Source: an optimization exercise on an open RTL-to-GDS flow (aim: a short achievable clock period and few clock cycles). Production flows keep margins and buffers that such runs may drop.
The RTL was checked by simulation tests, not by an equivalence proof against the original design.
Power figures rest on the tool's default switching activity, not on a simulated workload.

## flow/constraint.sdc

```tcl
create_clock -name core_clock -period 8.0 [get_ports {clk}]
set_input_delay 1.6000 -clock core_clock [delete_from_list [all_inputs] [get_ports {clk}]]
set_output_delay 1.6000 -clock core_clock [all_outputs]
set_load 0.01 [all_outputs]
```

## flow/run.sh

```bash
#!/bin/bash
# synth_recipe.tcl (not shown) runs the flow's synth.tcl, then flattens the netlist and writes it again
# the make line also repeats each setting of config.mk as NAME=value (left out here)
make -C /OpenROAD-flow-scripts/flow DESIGN_CONFIG=/design/flow/config.mk WORK_HOME=/design/flow/orfs CLKGATE_MAP_FILE= SYNTH_SCRIPT=/design/flow/synth_recipe.tcl finish
```

## flow/config.mk

```make
export PLATFORM = sky130hd
export DESIGN_NAME = retro_top
export DESIGN_NICKNAME = retro_top
export VERILOG_FILES = /design/flow/design.v
export SDC_FILE = /design/flow/constraint.sdc
export NUM_CORES = 4
export LEC_CHECK = 0
export CAP_MARGIN = 20
export CORE_MARGIN = 2
export CORE_UTILIZATION = 30
export PLACE_DENSITY = 0.4
export SLEW_MARGIN = 20
```

## flow/design.v

```verilog
`timescale 1ns/10ps
module retro_top #(
  parameter int          addr_width = 16,
  parameter logic [31:0] start_addr = 32'h0000_0000
) (
  input  logic                  clk,
  input  logic                  rst_n,
  input  logic                  hold,        
  input  logic [7:0]            data_in,
  output logic [addr_width-1:0] address,
  output logic [7:0]            data_out,
  output logic                  wren
);
  localparam int CI = 6;             
  localparam int CN = 1 << CI;       
  localparam int TW = 16 - CI - 2 + 1;  
  localparam int PD = 32;            
  logic [31:0]   rf [1:31];          
  logic [31:0]   c_data [0:CN-1];
  logic [TW-1:0] c_tag  [0:CN-1];
  logic [CN-1:0] c_val;
  logic [15:0]   fa;                 
  logic [15:0]   fba;                
  logic [1:0]    fb;                 
  logic [23:0]   fbuf;               
  logic [31:0]   pc;                 
  logic          ir_v;
  logic [31:0]   ir;
  logic [31:0]   ir_pc;
  logic [31:0]   ir_imm;
  logic          ir_lui, ir_auipc, ir_jal, ir_jalr, ir_br, ir_ld, ir_st, ir_alu, ir_reg;
  logic          d_act;              
  logic [15:0]   d_addr;
  logic [1:0]    d_cnt;
  logic [31:0]   sdata;
  logic [23:0]   lacc;
  logic [CI-1:0] pidx;
  logic [TW-1:0] ptag;
  logic          c_hit;
  logic          byp;                
  logic          f_ok;
  logic [31:0]   f_word;
  logic          pf_go;
  logic          restart;
  logic [15:0]   pf_dist;
  assign pidx  = pc[CI+1:2];
  assign ptag  = {pc[15:CI+2], pc[1]};
  assign c_hit = c_val[pidx] && (c_tag[pidx] == ptag);
  assign pf_dist    = fa - pc[15:0];
  assign restart = !c_hit && (fa != pc[15:0]);
  assign pf_go   = !d_act && !restart && (pf_dist[15:2] < 14'(PD));
  assign byp     = pf_go && (fb == 2'd3) && (fa == pc[15:0]);
  assign f_ok    = c_hit || byp;
  assign f_word  = c_hit ? c_data[pidx] : {data_in, fbuf};
  logic [6:0]  f_op;
  logic [31:0] f_imm;
  logic        f_lui, f_auipc, f_jal, f_jalr, f_br, f_ld, f_st, f_alui, f_alur;
  assign f_op    = f_word[6:0];
  assign f_lui   = f_op == 7'b0110111;
  assign f_auipc = f_op == 7'b0010111;
  assign f_jal   = f_op == 7'b1101111;
  assign f_jalr  = f_op == 7'b1100111;
  assign f_br    = f_op == 7'b1100011;
  assign f_ld    = f_op == 7'b0000011;
  assign f_st    = f_op == 7'b0100011;
  assign f_alui  = f_op == 7'b0010011;
  assign f_alur  = f_op == 7'b0110011;
  always_comb begin
    if (f_lui || f_auipc)
      f_imm = {f_word[31:12], 12'b0};
    else if (f_jal)
      f_imm = {{12{f_word[31]}}, f_word[19:12], f_word[20], f_word[30:21], 1'b0};
    else if (f_br)
      f_imm = {{20{f_word[31]}}, f_word[7], f_word[30:25], f_word[11:8], 1'b0};
    else if (f_st)
      f_imm = {{21{f_word[31]}}, f_word[30:25], f_word[11:7]};
    else
      f_imm = {{21{f_word[31]}}, f_word[30:20]};
  end
  logic [4:0]  rd, rs1, rs2;
  logic [2:0]  f3;
  logic [31:0] rs1v, rs2v;
  logic [31:0] op_b;
  logic [4:0]  shamt;
  logic [31:0] alu;
  logic        cond;
  logic [31:0] target;
  logic        taken;
  logic [31:0] wbv;
  logic        wbe;
  logic [1:0]  last;
  logic        d_fin;
  logic        ex_done;
  logic        ld_we;
  logic [31:0] ld_val;
  logic [31:0] ea;
  assign rd  = ir[11:7];
  assign rs1 = ir[19:15];
  assign rs2 = ir[24:20];
  assign f3  = ir[14:12];
  assign rs1v = (rs1 == 5'd0) ? 32'd0 : rf[rs1];
  assign rs2v = (rs2 == 5'd0) ? 32'd0 : rf[rs2];
  assign op_b  = ir_reg ? rs2v : ir_imm;
  assign shamt = op_b[4:0];
  always_comb begin
    case (f3)
      3'b000:  alu = (ir_reg && ir[30]) ? rs1v - op_b : rs1v + op_b;
      3'b001:  alu = rs1v << shamt;
      3'b010:  alu = {31'd0, $signed(rs1v) < $signed(op_b)};
      3'b011:  alu = {31'd0, rs1v < op_b};
      3'b100:  alu = rs1v ^ op_b;
      3'b101:  alu = ir[30] ? 32'($signed(rs1v) >>> shamt) : rs1v >> shamt;
      3'b110:  alu = rs1v | op_b;
      default: alu = rs1v & op_b;
    endcase
  end
  always_comb begin
    case (f3)
      3'b000:  cond = rs1v == rs2v;
      3'b001:  cond = rs1v != rs2v;
      3'b100:  cond = $signed(rs1v) < $signed(rs2v);
      3'b101:  cond = $signed(rs1v) >= $signed(rs2v);
      3'b110:  cond = rs1v < rs2v;
      3'b111:  cond = rs1v >= rs2v;
      default: cond = 1'b0;
    endcase
  end
  assign target = ir_jalr ? ((rs1v + ir_imm) & ~32'd1) : ir_pc + ir_imm;
  assign taken  = ir_v && (ir_jal || ir_jalr || (ir_br && cond));
  always_comb begin
    wbe = ir_v && (ir_lui || ir_auipc || ir_jal || ir_jalr || ir_alu);
    if (ir_lui)
      wbv = ir_imm;
    else if (ir_auipc)
      wbv = ir_pc + ir_imm;
    else if (ir_jal || ir_jalr)
      wbv = ir_pc + 32'd4;
    else
      wbv = alu;
  end
  assign ea = rs1v + ir_imm;
  always_comb begin
    case (f3[1:0])
      2'd0:    last = 2'd0;
      2'd1:    last = 2'd1;
      default: last = 2'd3;
    endcase
  end
  assign d_fin   = d_act && (d_cnt == last);
  assign ex_done = !(ir_ld || ir_st) || d_fin;
  assign ld_we   = ir_v && ir_ld && d_fin;
  always_comb begin
    case (f3[1:0])
      2'd0:    ld_val = {{24{!f3[2] && data_in[7]}}, data_in};
      2'd1:    ld_val = {{16{!f3[2] && data_in[7]}}, data_in, lacc[7:0]};
      default: ld_val = {data_in, lacc};
    endcase
  end
  assign address  = d_act ? d_addr : fba;
  assign data_out = sdata[7:0];
  assign wren     = d_act && ir_st && !hold;
  always_ff @(posedge clk or negedge rst_n) begin
    if (!rst_n) begin
      for (int i = 1; i < 32; i++) rf[i] <= 32'd0;
    end else if (!hold) begin
      if (wbe && rd != 5'd0)
        rf[rd] <= wbv;
      else if (ld_we && rd != 5'd0)
        rf[rd] <= ld_val;
    end
  end
  always_ff @(posedge clk or negedge rst_n) begin
    if (!rst_n) begin
      c_val <= '0;
      fa    <= start_addr[15:0];
      fba   <= start_addr[15:0];
      fb    <= 2'd0;
      pc    <= start_addr;
      ir_v  <= 1'b0;
      d_act <= 1'b0;
    end else if (!hold) begin
      if (restart) begin
        fa  <= pc[15:0];
        fba <= pc[15:0];
        fb  <= 2'd0;
      end else if (pf_go) begin
        fba <= fba + 16'd1;
        fb  <= fb + 2'd1;
        if (fb == 2'd3) begin
          fa                <= fa + 16'd4;
          c_val[fa[CI+1:2]] <= 1'b1;
        end
      end
      if (taken) begin
        pc   <= target;
        ir_v <= 1'b0;
      end else if (!ir_v || ex_done) begin
        ir_v <= f_ok;
        if (f_ok) pc <= pc + 32'd4;
      end
      if (ir_v && (ir_ld || ir_st)) begin
        if (!d_act)
          d_act <= 1'b1;
        else if (d_cnt == last)
          d_act <= 1'b0;
      end
    end
  end
  always_ff @(posedge clk) begin
    if (!hold) begin
      if (!restart && pf_go) begin
        if (fb == 2'd3) begin
          c_data[fa[CI+1:2]] <= {data_in, fbuf};
          c_tag[fa[CI+1:2]]  <= {fa[15:CI+2], fa[1]};
        end else begin
          fbuf[8*fb +: 8] <= data_in;
        end
      end
      if (!taken && (!ir_v || ex_done) && f_ok) begin
        ir       <= f_word;
        ir_pc    <= pc;
        ir_imm   <= f_imm;
        ir_lui   <= f_lui;
        ir_auipc <= f_auipc;
        ir_jal   <= f_jal;
        ir_jalr  <= f_jalr;
        ir_br    <= f_br;
        ir_ld    <= f_ld;
        ir_st    <= f_st;
        ir_alu   <= f_alui || f_alur;
        ir_reg   <= f_alur;
      end
      if (ir_v && (ir_ld || ir_st)) begin
        if (!d_act) begin
          d_addr <= ea[15:0];
          d_cnt  <= 2'd0;
          sdata  <= rs2v;
        end else begin
          d_addr <= d_addr + 16'd1;
          d_cnt  <= d_cnt + 2'd1;
          sdata  <= {8'd0, sdata[31:8]};
          case (d_cnt)
            2'd0:    lacc[7:0]   <= data_in;
            2'd1:    lacc[15:8]  <= data_in;
            default: lacc[23:16] <= data_in;
          endcase
        end
      end
    end
  end
endmodule
```

==> results.txt <==
-- through the flow --
stage	hold WS [ns]	util, %	worst slack (ns)	cell area, um^2	power (mW)
2_1_floorplan	0.420	-	0.0207	186000	22.5
3_3_place_gp	0.435	32.8	-0.190	203000	22.9
3_5_place_dp	0.441	32.8	-0.0793	203000	22.9
4_1_cts	0.454	35.2	0.0737	217000	43.7
5_1_grt	0.481	35.2	0.0199	218000	44.5
6_report	0.453	35.2	-0.0703	218000	43.3
-- per-layer routing --
layer	track usage (%)	up-vias	share of wire [%]
met5	0	-	0.034
met2	45.2	7766	45
li1	-	54900	-
met1	37.2	72000	40
met4	16.5	28	6.9
met3	5.83	2364	8.0
-- power groups by stage --
stage	clock, mW	sequential (mW)	combinational [mW]
2_1_floorplan	0	22.3	0.193
3_3_place_gp	0	22.3	0.686
3_5_place_dp	0	22.3	0.684
4_1_cts	21.2	21.8	0.685
5_1_grt	22.0	21.8	0.729
6_report	20.8	21.8	0.682
-- kinds of logic after synthesis --
group,Yosys count
DFF,3938
adders and majority gates,225
AOI/OAI and AO/OA,3204
buffers and inverters,1355
muxes,1428
and+or+nand+nor,3490
xor gates and xnor gates,129
-- cell usage after synthesis, types with 102 or more instances --
| library cell | n | share of area [%] |
|---|---|---|
| o31ai_1 | 129 | 0.52 |
| nand2_1 | 1087 | 2.2 |
| o22ai_1 | 102 | 0.34 |
| mux2i_1 | 156 | 0.84 |
| a31oi_1 | 156 | 0.53 |
| mux2_2 | 432 | 2.6 |
| and3_1 | 219 | 0.74 |
| a21oi_1 | 522 | 1.4 |
| clkbuf_1 | 721 | 1.5 |
| nand3_1 | 648 | 1.7 |
| edfxtp_1 | 2814 | 45 |
| a22oi_1 | 565 | 2.3 |
| mux4_2 | 840 | 10 |
| dfrtp_1 | 1124 | 15 |
| nor2_1 | 677 | 1.4 |
| inv_1 | 236 | 0.48 |
| o21ai_0 | 741 | 2.0 |
| buf_2 | 246 | 0.66 |
| nor3_1 | 196 | 0.53 |
| ha_1 | 221 | 1.5 |
| nand4_1 | 154 | 0.52 |
-- cell type report --
| cell class | count | area (um^2) |
|---|---|---|
| Inverter | 252 | 965 |
| Sequential cell | 3938 | 113000 |
| Clock inverter | 227 | 2490 |
| Clock buffer | 589 | 12100 |
| Antenna cell | 45 | 113 |
| Fill cell | 59800 | 401000 |
| Multi-Input combinational cell | 8476 | 69400 |
| Timing Repair Buffer | 1014 | 9690 |
| Tap cell | 8148 | 10200 |
-- worst min-delay path by stage --
stage | start | endpoint
3_3_place_gp | c_val[57]$_DFFE_PN0P_ | c_val[57]$_DFFE_PN0P_
2_1_floorplan | pc[5]$_DFFE_PN0P_ | ir_pc[5]$_DFFE_PP_
4_1_cts | c_val[26]$_DFFE_PN0P_ | c_val[26]$_DFFE_PN0P_
3_5_place_dp | c_val[26]$_DFFE_PN0P_ | c_val[26]$_DFFE_PN0P_
5_1_grt | c_val[60]$_DFFE_PN0P_ | c_val[60]$_DFFE_PN0P_
6_report | c_val[27]$_DFFE_PN0P_ | c_val[27]$_DFFE_PN0P_
-- worst max-delay path, delay by kind of cell (launching register included) --
family / cells / cell delay (ns)
simple gates: 4 / 1.13
compound gates: 11 / 3.01
fa+ha+maj: 2 / 0.66
flops: 1 / 0.53
xor+xnor: 1 / 0.12
buf+inv: 11 / 2.34
-- repair_timing --
item	in CTS	in global routing
pin swaps	0	6
endpoints found under the setup margin	122	337
resized for setup	2	12
gates cloned	0	0
hold endpoints to repair	0	0
setup buffers	0	10
==> results.json <==
{
  "so_faults": "negative setup slack",
  "synthAdderAreaFrac_pct": 1.53,
  "synth-async-reset-ratio_pct": 28.5,
  "arrival_ns": 8.95,
  "min_period_over_period_pct": 101,
  "drc": 0,
  "layout.nets": 14400,
  "setup-tns-final_ns": -1.15,
  "die_w_um": 791,
  "final_cell_mix": "edfxtp_1 (2,814), dfrtp_1 (1,108), nand2_1 (1,062), mux4_2 (840), buf_4 (824)",
  "ys_ff_latch": 3938,
  "setup_slack_ns": -0.0703,
  "cts_sinks": 3938,
  "drt-pass1-iter-count": 9,
  "p_leak_nw": 80.3,
  "wire_per_inst_um": 41.0,
  "cts_hold_buffers": 0,
  "yosysUniqueCellTypes": 112,
  "port_buffers": 35,
  "reg2reg_depth": 29,
  "totalWireLength_mm": 930,
  "syn_inst": 13800,
  "grt_pass1_wl_mm": 1240,
  "ios": 36,
  "via_count": 137000,
  "ir_worst_vdd_uv": 277,
  "synth-edff-count": 2814,
  "rr_startpoint": "ir[19]$_DFFE_PP_",
  "cts-root-buf": "clkbuf_16",
  "critPathKind": "reg2reg",
  "synth_top_family_by_area": "multiplexers",
  "vias_per_cell": 6.04,
  "dp_hpwl_mm": 613,
  "cp_common_cell": "buf_4",
  "internal_power_mw": 33.8,
  "cp_slowest_cell": "a2111oi_1",
  "syn_to_final_growth_pct": 17.1,
  "clk_latency_ns": 1.08,
  "fmax_ghz": 0.124,
  "swShare_pct": 22.1,
  "fin_crit_ns": 8.07,
  "grt_max_degree": 145,
  "rsz0062_at_grt": "false",
  "worst-slew-pin-transition_ns": 1.27,
  "syn_nets": 14000,
  "synth_compound_area_share_pct": 11.6,
  "cts_htree_levels": 5,
  "final_common_cell": "edfxtp_1",
  "skew_ns": 0.0845,
  "critPathMaxStageDelay_ns": 0.58,
  "initial_core_util_pct": 30.1,
  "p_sw_mw": 9.57,
  "yosysWarnings": 2,
  "syn_area_um2": 186000,
  "rr_endpoint": "rf[31][26]$_DFFE_PN0P_",
  "reg2reg_slack_ns": -0.07,
  "antenna_found_initial": 84,
  "clock_power_share_pct": 48.0,
  "fp.coreArea_um2": 618000,
  "status": "failed layout checks",
  "stdcell_count": 22700,
  "finalHoldViolations": 0,
  "drive_above_1_share_pct": 22.9,
  "cts_buffers": 447,
  "hold_path_class": "reg2reg",
  "max_cap_viol_count": 0,
  "crit_path_start": "ir[19]$_DFFE_PP_",
  "synth-simple-area-share_pct": 9.00,
  "p_comb_share_pct": 1.6,
  "muxShareOfSynthArea_pct": 13.6,
  "drt_iter0_drc": 19600,
  "fp.dieH_um": 791,
  "drtAntennaViolNets": 0,
  "p_seq_share_pct": 50.4,
  "setup_viol": 59,
  "synth_xor_area_share_pct": 0.608,
  "syn_avg_cell_area_um2": 13.5,
  "crit_end": "rf[31][26]$_DFFE_PN0P_",
  "grt_pass1_vias": 132000,
  "p_per_area_nw_per_um2": 199,
  "cts_tree": "built",
  "grt_usage_pct": 28.8,
  "cp-start-kind": "register",
  "design.die.area_um2": 626000,
  "required_ns": 8.88,
  "endpoint_kind": "register",
  "grt_overflow": 0,
  "final_max_slew_viol_count": 0,
  "min_path_cells": 1,
  "routabilityCongestion": 1.02,
  "ys_seq_area_share_pct": 60.6,
  "rows": 289,
  "clk_pin_slew_ns": 0.07,
  "slew_headroom_pct": 15.2,
  "cts_buffer_depth": 4,
  "synthFlopType": "edfxtp_1",
  "cp_max_fo": 37,
  "largest_reg_flops": 2048,
  "dp.cells": 21800
}
Testbench counts, summed over its fixed seeds: cycles 42,175.

==> separate check: timing with driven ports <==
How much do the figures lean on ideal ports? The routed layout below was timed once more, with nothing changed but the port constraints. Step 1 assumes that a clkbuf_16 drives the clock port and a buf_2 every other input. Step 2 also shifts input and output timing later by t, the mid clock arrival at the registers, as if the neighbouring blocks saw the same clock. Three values: ideal, step 1, step 2; two values: the first two.
shift t [ns]: 1.164
setup WS [ns]: -0.070 / -0.070 / -0.070
hold slack, ns: 0.453 / 0.431 / 0.453
slew at the worst register clock pin (ns): 0.07 / 0.07
For this run, drivers alone change the setup slack by 0.000 ns; drivers and shift together by 0.000 ns.
